Context: an optimization exercise on an open-source flow, tuned for small area, a short achievable clock period and few clock cycles per item. The choices shown serve that exercise and are no tape-out recipe. Only simulation tests tie the RTL to the original design; equivalence was not proved.

## flow/design.v (module list and top-level ports; edited modules follow where they fit)
// module ec_scalar_mul: 1118 lines
module ec_scalar_mul (
	input wire clk,
	input wire reset,
	input wire start,
	input wire [7:0] k,
	input wire [15:0] p_x,
	input wire [15:0] p_y,
	input wire p_inf,
	output reg busy,
	output reg done,
	output wire [15:0] r_x,
	output wire [15:0] r_y,
	output wire r_inf
);
  // ...
==> flow/run.sh <==
#!/bin/bash
# synth_recipe.tcl (not shown) runs the flow's synth.tcl, then flattens the netlist and writes it again
# the make line also repeats each setting of config.mk as NAME=value (left out here)
make -C /OpenROAD-flow-scripts/flow DESIGN_CONFIG=/design/flow/config.mk WORK_HOME=/design/flow/orfs CLKGATE_MAP_FILE= SYNTH_SCRIPT=/design/flow/synth_recipe.tcl finish
==> flow/config.mk <==
export PLATFORM = sky130hd
export DESIGN_NAME = ec_scalar_mul
export DESIGN_NICKNAME = ec_scalar_mul
export VERILOG_FILES = /design/flow/design.v
export SDC_FILE = /design/flow/constraint.sdc
export NUM_CORES = 4
export LEC_CHECK = 0
export CAP_MARGIN = 20
export CORE_MARGIN = 2
export CORE_UTILIZATION = 40
export SETUP_SLACK_MARGIN = 0.6
export SLEW_MARGIN = 20
==> flow/constraint.sdc <==
create_clock -name core_clock -period 7.0 [get_ports {clk}]
set_input_delay 1.4000 -clock core_clock [delete_from_list [all_inputs] [get_ports {clk}]]
set_output_delay 1.4000 -clock core_clock [all_outputs]
set_load 0.01 [all_outputs]
==> run summary, run 1 <==
* Sequential cell area at approximately 7500 sq um
* Pins Over Slew Limit at 0
* Most frequent cell after synthesis: nor2_1
* Synth warnings at 1
* R2R cell count at 15
* Syn Std Cell Area at about 28000 sq um
* Clk tree area frac at about 4%
* Port Buffers at just under 80
* Dpl cell area at around 31000 sq um
* WL met3 at ~14 mm
* Non-clk buf share at under 10%
* ANT cells at 1
* Worst setup path endpoint: m2f[28]
* Most common library cell in the layout ignoring fill and taps: inv_1
* Buf/Inv on CP at 4
* M1 GR Usage at between 40% and 50%
* TAP cells at between 900 and 1k
* Setup crit end kind: register
* Signal buffers at ~270
* Top cell category: multi-input gates
* Inverter count at 329
* Final period util at 90.5%
* Worst path slowest cell: dfrtp_1
* # DRC at 0
* Routed length on met1 at approximately 44 mm
* Synth top area share at 18.9%
* Status: complete, no violations
Testbench counts, summed over its fixed seeds: cycles 25,395, items 192.
==> run 2, diff against run 1 <==
--- a/flow/config.mk
+++ b/flow/config.mk
@@ -10,3 +10,3 @@
 export CORE_UTILIZATION = 40
-export SETUP_SLACK_MARGIN = 0.6
+export SETUP_SLACK_MARGIN = 1.2
 export SLEW_MARGIN = 20
==> run 2 against run 1 <==
Compared with the run above:
- final cell count up 2.0%
- highest routed layer unchanged
- synthesized cell count unchanged
- fmax up 3.1%
- clock-buffer cell count down 6
- utilization up 3.4 points
- critical path type unchanged
- cell area up 7.2%
- sequential share of layout area down 1.4 points
==> run summary, run 2 <==
* Top reg by flops: m2f
* CP max FO at 7
* Global-route wire length before repair at about 170 mm
* Clock skew at between 40 and 50 ps
* Critical path's top delay family: adder cells
* Max Fclk at roughly 0.16 GHz
* Slew headroom at 11.0%
* Critical path class: register to register
* CTS tree: built
* Min-Delay Path Class: register to register
* Cts hold-fix bufs at 0
* Die height at between 200 and 300 um
* Dpl hpwl at approximately 85 mm
* Max-cap violations at 0
* Setup crit end kind: register
* Synthesis-to-finish area growth at 25.3%
* Site Rows at just under 100
* Most common library cell in the layout ignoring fill and taps: inv_1
* Final WS setup at about 850 ps
* CTS root buffer: clkbuf_16
* WL final at approximately 120 mm
* Yosys top cell by area: fa_1
* Initial Utilization at approximately 40%
* Total CTS buffers at 37
* DP Cell Count at 4138
* Buf/Inv on CP at 9 (+5)
* Post-Synthesis Cells at 3192
* Nets at between 3k and 4k
* Vias per inst at between 6 and 7
* Synth top area share at 18.9% (unchanged)
* 1st-iter DRT viols at 3728
* First drt pass iteration count at 9
* Hold Vio Cnt, Final at 0
* Min Hold Slack at roughly 420 ps
* Critical Path AT at between 6000 and 7000 ps
* # DRC at 0 (unchanged)
* RSZ-0062 raised after global routing: yes
* Port Buffers at 78 (unchanged)
* I/O Pins at 79
* Final min period at 6150 ps
* Non-Filler Instances at ~4.4k
* Synth warnings at 1 (unchanged)
* Ratio of cells with drive above 1 in the final layout at a little under a quarter
* Number of flip-flops under the largest register name at 73
* Global route overflow at 0
* Pins Over Slew Limit at 0 (unchanged)
* Die footprint at around 73000 sq um
* Mapped Avg Cell Area at 8.87 sq um
* CORE AREA at about 70000 sq um
* Largest net degree at the start of global routing at 66
* Synth async-reset ratio at around 15%
* ANT nets after route at 0
* Net count after synthesis at 3620
* Yosys reg bits at roughly 280
* Critical path's largest stage delay at 550 ps
* Least-Margin Pin Slew at 1330 ps
* Number of synthesized flops with an enable pin at between 150 and 200
* Vias in the first global route at approximately 26k
* Final setup vio count at 0
* Vias at between 20k and 30k
* Filler Cell Count at 6470
* Status: complete, no violations
* Ranking of synthesized cells by area: fa_1 19%, edfxtp_1 17%, dfxtp_1 5.8%
* Worst path slowest cell: fa_1
* H-tree lvl count at 2
* Total GRT Usage at a little under a third
* Synth unique cells at roughly 100
* Worst-path clk slew at 60 ps
* Longest Clk Path Bufs at 3
* Final period util at 87.8% (-2.8 points)
* Top FF cell, synth: edfxtp_1
* Critical path data required time at 7280 ps
* Most frequent cells in the layout: 312 x inv_1, 301 x nor2_1, 269 x nand2_1
* Worst slack, placed at 297 ps
* Most frequent cell after synthesis: nor2_1
* Clock Latency Late Sink at between 500 and 600 ps
* Synth cell count leaders: 325 x nor2_1, 324 x inv_1, 286 x nand2_1
* Crit path launch type: register
* Initial antenna violation count at 3
* GPL Wtd Cong at around 1
* Clk sinks at 283
* Sequential area share after synthesis at roughly a quarter
* Syn Std Cell Area at 28300 sq um (unchanged)
* Worst R2R Setup Slack at around 850 ps
* Setup_tns at 0 ps
* Avg WL per Cell at 26.3 um
* Die W at about 270 um
==> run 2: stage by stage <==
stage	instance area, sq um	util (%)
final	35500	50.7
after global routing	35500	50.7
after CTS	33900	48.5
after detailed placement	30600	43.7
after global placement	30600	43.7
after floorplan	28500	-
==> run 2: final timing paths <==
kind / start / to / depth (start not counted)
max in group asynchronous: reset / c_m_a[6] / 2
min in group asynchronous: reset / c_a_b[3] / 2
max reg2reg: m2f[16] / T2[6] / 26
min reg2reg: kreg[6] / cur_bit / 0
max: m2f[16] / T2[6] / 26
min: kreg[6] / cur_bit / 0
==> run 2: area by class of cell <==
class	instances	area (sq um)	area share, %
antenna	4	10.0	0.0282
tap	940	1180	3.31
multi-input combinational	2395	21100	59.3
inverter	329	1240	3.49
clock buffer	43	1010	2.85
clock inverter	25	298	0.839
sequential	283	7510	21.2
timing repair buffer	353	3180	8.97
==> run 2: timing repair <==
action	in CTS	in global routing
cloned	2	0
pin swaps	107	92
setup endpoints to repair	144	133
gates resized for setup	308	215
buffers inserted	85	75
==> run 2: layer usage <==
metal  GRT usage (%)  vias to the layer above  part of all wire, %
li1                -                    11700                    -
met1            41.8                    13200                   39
met2            46.1                     1958                   43
met3            8.44                      392                   13
met4            11.0                        2                  4.6
met5               0                        -               0.0061
==> run 2: cells by family (layout without fill, tap and decap cells) <==
group | count (synthesis) | in the layout | synth area share, %
AO/OA/AOI/OAI | 798 | 798 | 19.4
XOR/XNOR | 126 | 126 | 3.90
adder cells (fa/ha/maj) | 384 | 384 | 24.1
buffers and inverters | 514 | 750 | 6.90
flip-flops | 283 | 283 | 26.4
multiplexers | 77 | 77 | 2.85
other | 0 | 4 | 0
AND/OR/NAND/NOR | 1010 | 1010 | 16.5
==> run 2: worst reg2reg max path, cell delays in order, from the launching register on <==
cell and delay, ps:
dfxtp_2 320, fa_1 550, inv_2 40, fa_1 470, inv_1 50, fa_1 480
inv_1 50, ha_1 280, inv_2 40, fa_1 510, ha_4 220, and3_4 180
a221oi_4 300, buf_4 180, buf_6 110, xnor2_4 70, buf_6 130, a311oi_2 270
o21ai_2 160, nor3_4 320, buf_6 160, a21oi_4 50, o21bai_4 190, a211oi_4 260
xnor2_2 160, buf_6 220, a21oi_2 90

## separate check: timing with driven ports
The results above use ideal ports. As a check the final layouts listed here were re-extracted and re-timed, cells and wires unchanged. Step 1 (the two cells are an assumption about what drives the block):
set clk [get_ports {clk}]
set_driving_cell -lib_cell sky130_fd_sc_hd__clkbuf_16 $clk
set_driving_cell -lib_cell sky130_fd_sc_hd__buf_2 [delete_from_list [all_inputs] $clk]
Step 2 also shifts input and output timing later by t, the mid clock arrival at the registers, as if the neighbouring blocks saw the same clock. Slacks: no drivers / after step 1 / after step 2; pairs: no drivers / after step 1.
| run | t, ns | setup WS [ns] | clock arrival spread, ns | slew at the worst register clock pin (ns) |
|---|---|---|---|---|
| run 1 | 0.637 | 0.662 / 0.662 / 0.662 | 0.034 / 0.034 | 0.06 / 0.06 |
| run 2 | 0.631 | 0.855 / 0.855 / 0.855 | 0.046 / 0.046 | 0.07 / 0.07 |
After both steps setup and hold are still met in every run listed.
